Background: an optimization exercise with open tools, aiming at small area, a short achievable clock period and few clock cycles per item. Do not read the settings as production practice. At most, simulation tests tie the RTL to the original design; equivalence was not proved.

// led_cube_node_to_coordinate_unit
module led_cube_node_to_coordinate_unit (
  input  wire logic        clk_i,
  input  wire logic        rst_ni,
  input  wire logic        start_i,
  output logic             busy_o,
  input  wire logic [17:0] node_index_i,
  output logic             done_o,
  output logic [5:0]       voxel_x_o,
  output logic [5:0]       voxel_y_o,
  output logic [5:0]       voxel_z_o,
  output logic             index_out_of_range_o,
  input  wire logic        cfg_we_i,
  input  wire logic [2:0]  cfg_idx_i,
  input  wire logic [6:0]  cfg_data_i
);
Settings: LEC_CHECK=0, ABC_AREA=1, CAP_MARGIN=20, CORE_MARGIN=2, CORE_UTILIZATION=40, SLEW_MARGIN=20; clock period 5.5 ns.
run.sh (not shown) runs the stock make flow with config.mk's settings and CLKGATE_MAP_FILE= SYNTH_SCRIPT=/design/flow/synth_recipe.tcl, a recipe that flattens the netlist after the stock synthesis.
Testbench counts at the start, summed over its fixed seeds: cycles 32,448, items 32,000.
Change:
- SETUP_SLACK_MARGIN: default -> 3.45
=>
- sequential cell count is unchanged
- register-to-register slack gets better by 1.2 ns
- cell area is higher by 20%
Change:
- SETUP_SLACK_MARGIN: 3.45 -> 3.1
Result: Clock-buffer cell count went down by 6. Utilization shrinks by 7.3 points. Synthesized cell count does not change. Wire length went down by about a fifth.
Change:
==> flow/flow/run.sh (new file) <==
#!/bin/bash
# The standard layout, with the port buffers made of sky130_fd_sc_hd__buf_2 cells instead of
# the delay-buffer cells the resizer picks by default.
set -euo pipefail
bash standard.sh BUFFER_PORTS_ARGS="-buffer_cell sky130_fd_sc_hd__buf_2" finish > standard_make.log 2>&1
==> flow/standard.sh (new file) <==
#!/bin/bash
# synth_recipe.tcl (not shown) runs the flow's synth.tcl, then flattens the netlist and writes it again
# the make line also repeats each setting of config.mk as NAME=value (left out here)
make -C /OpenROAD-flow-scripts/flow DESIGN_CONFIG=/design/flow/config.mk WORK_HOME=/design/flow/orfs CLKGATE_MAP_FILE= SYNTH_SCRIPT=/design/flow/synth_recipe.tcl "${@:-finish}"
- SETUP_SLACK_MARGIN: 3.1 -> 3.45
removed: flow/run.sh
Result: Die area is unchanged. Clock-buffer cell count rises by 7. Via count rises by 7.5%. Setup slack gains 0.15 ns. Clock skew barely changes. Global-route usage rises by 1.1 points. First-iteration DRC count rises by 60%.

== run K ==
led_cube_node_to_coordinate_unit, a different RTL version from the one above (not shown whole).
Size in the first run: ~1700 cells after synthesis, about 210 flip-flops, about 53 I/O pins, roughly 12000 µm² of cells after synthesis.
export LEC_CHECK = 0
export ABC_AREA = 1
export CAP_MARGIN = 20
export CORE_MARGIN = 2
export CORE_UTILIZATION = 40
export SETUP_SLACK_MARGIN = 2.5
export SLEW_MARGIN = 20
create_clock -name core_clock -period 5.5 [get_ports {clk_i}]
Stock flow here: none of the scripts above is used.
Here is what was changed in the inputs of run D compared with run K.
# run K
export LEC_CHECK = 0
export ABC_AREA = 1
export CAP_MARGIN = 20
export CORE_MARGIN = 2
export CORE_UTILIZATION = 40
export SETUP_SLACK_MARGIN = 2.5
export SLEW_MARGIN = 20
create_clock -name core_clock -period 5.5 [get_ports {clk_i}]
# run D
export LEC_CHECK = 0
export ABC_AREA = 1
export CAP_MARGIN = 20
export CORE_MARGIN = 2
export CORE_UTILIZATION = 40
export SLEW_MARGIN = 20
create_clock -name core_clock -period 5.5 [get_ports {clk_i}]
--- outcome ---
- Run D vs. run K: summed negative setup slack over all endpoints held; final cell count without fillers went down about 5%; flip-flop and latch area went down 0.59%; shortest period the worst path allows went up 0.98 ns.
- Run D vs run K: wire length down
- Comparing run D against run K, there is no change at all in clock buffer instance count of the final layout.
- Met2 usage in global routing (lower): run D
- Run D against run K: global route total overflow level, clock skew level.
No functional check of the RTL was part of any run of this note.

onyx:
Another version of the RTL of led_cube_node_to_coordinate_unit (not shown whole).
Size: about 330 flip-flops.
clock: 5.5 ns
lec_check: 0
abc_area: 1
cap_margin: 20
core_margin: 2
core_utilization: 60
cts_cluster_diameter: 120
cts_cluster_size: 24
place_density: 0.7
setup_slack_margin: 3.35
slew_margin: 20
standard.sh (not shown) runs the stock make flow with config.mk's settings and CLKGATE_MAP_FILE= SYNTH_SCRIPT=/design/flow/synth_recipe.tcl, a recipe that flattens the netlist after the stock synthesis.
==> flow/flow/run.sh <==
#!/bin/bash
# The standard layout, with the port buffers made of sky130_fd_sc_hd__buf_2 cells instead of
# the delay-buffer cells the resizer picks by default.
set -euo pipefail
bash standard.sh BUFFER_PORTS_ARGS="-buffer_cell sky130_fd_sc_hd__buf_2" finish > standard_make.log 2>&1
Testbench counts of onyx, summed over its fixed seeds: cycles 32,448, items 32,000.
Edits applied to the flow inputs when going from onyx to willow:
Settings: putting TNS_END_PERCENT at 0 where nothing was set; swapping 3.35 for 3.2 in SETUP_SLACK_MARGIN; swapping 60 for 40 in CORE_UTILIZATION; clearing PLACE_DENSITY, which used to be 0.7.
### Flow results
- Cmp willow vs onyx: worst-case reg-to-reg path depth higher in willow
- Looking only at actual transition at the worst max-transition pin, and setting everything else aside, the higher value of onyx and willow goes to willow.
- Global routing usage summed across all routing layers: onyx and willow compared, higher one is onyx
- What onyx reported for combined area of the multi-input logic cells has to be multiplied by 0.934 to get the figure for willow.
- The critical-path cell with the highest stage delay comes out dfxtp_4 in one run and ha_1 in the other, namely in willow and onyx respectively.
- Global-route track usage on met3 (lower): willow
- Sort onyx and willow by share of post-route cells with drive strength above 1, ascending, and willow comes first.
- Between onyx and willow, the share of the final layout cell area in sequential cells is lower for onyx.
- willow vs onyx, worst setup slack went down by 0.090 ns.
- Between willow and onyx, it is willow whose die footprint is higher, by 13000 um2.
Modified inputs, tundra compared to willow
Settings: CORE_UTILIZATION now 55, was 40; SETUP_SLACK_MARGIN now 3.35, was 3.2; CTS_CLUSTER_SIZE now 30, was 24; TNS_END_PERCENT no longer set, was 0; CTS_CLUSTER_DIAMETER now 150, was 120.
==> run notes <==
- Compared to willow, the routing of tundra uses more wire.
- The setup slack reported for tundra is greater than that of willow by 0.077 ns.
- tundra vs willow — cell area rose 560 um2.
Input-level comparison between harbor and tundra:
Settings: CORE_UTILIZATION changed from 55 to 40.
### Flow results
Diff tundra and harbor: total routed wirelength higher in harbor. Compared to tundra, harbor shows a narrower setup margin. Looking at via count across both flows, harbor is the weaker of the two, with tundra ahead. Against tundra, harbor reports a inserted tap cell count that is higher. Lower final design area excluding fillers goes to tundra over harbor. harbor ended with more clock tree buffer count of the final layout than tundra. In the flow results for tundra and harbor, the global routing usage on met2 is larger on tundra. Core utilization: harbor lower than tundra.

## afterwards: timing with drivers on the ports
The results above use ideal ports. As a check the final layouts listed here were re-extracted and re-timed, cells and wires unchanged.
Step 1: set_driving_cell puts a clkbuf_16 on clk_i and a buf_2 on each other input, an assumption about the parent block.
Step 2 adds t to the input delays and takes it off the output delays; t is the mean of the earliest and latest rising clock arrival at the registers after step 1. Input paths then give back, and output paths get back, about the clock's delay inside the block.
Three values: ideal ports, drivers, drivers and shift; two values: the first two.
run | shift t [ns] | slack for setup (ns) | worst hold slack (ns) | latest minus earliest clock arrival (ns)
the first run of note 1 | 0.591 | 2.087 / 2.087 / 2.087 | 0.315 / 0.315 / 0.315 | 0.021 / 0.021
the second run of note 1 | 0.604 | 3.250 / 3.250 / 2.910 | 0.318 / 0.318 / 0.318 | 0.012 / 0.012
the third run of note 1 | 0.601 | 3.178 / 3.119 / 2.676 | 0.316 / 0.316 / 0.316 | 0.020 / 0.021
the fourth run of note 1 | 0.595 | 3.332 / 3.327 / 2.879 | 0.304 / 0.304 / 0.304 | 0.025 / 0.025
run K | 0.578 | 2.358 / 2.358 / 2.358 | 0.322 / 0.322 / 0.322 | 0.018 / 0.018
run D | 0.573 | 1.377 / 1.377 / 1.377 | 0.323 / 0.323 / 0.323 | 0.018 / 0.019
onyx | 0.549 | 3.408 / 3.356 / 2.929 | 0.320 / 0.320 / 0.320 | 0.024 / 0.024
willow | 0.565 | 3.317 / 3.317 / 2.805 | 0.324 / 0.324 / 0.324 | 0.031 / 0.031
tundra | 0.536 | 3.395 / 3.345 / 2.995 | 0.298 / 0.298 / 0.298 | 0.043 / 0.043
harbor | 0.555 | 3.381 / 3.328 / 2.933 | 0.303 / 0.303 / 0.303 | 0.036 / 0.036
After both steps every run listed still meets setup and hold. The setup slack of willow, which loses most, moves by 0.000 ns with the drivers and by -0.512 ns with both steps.
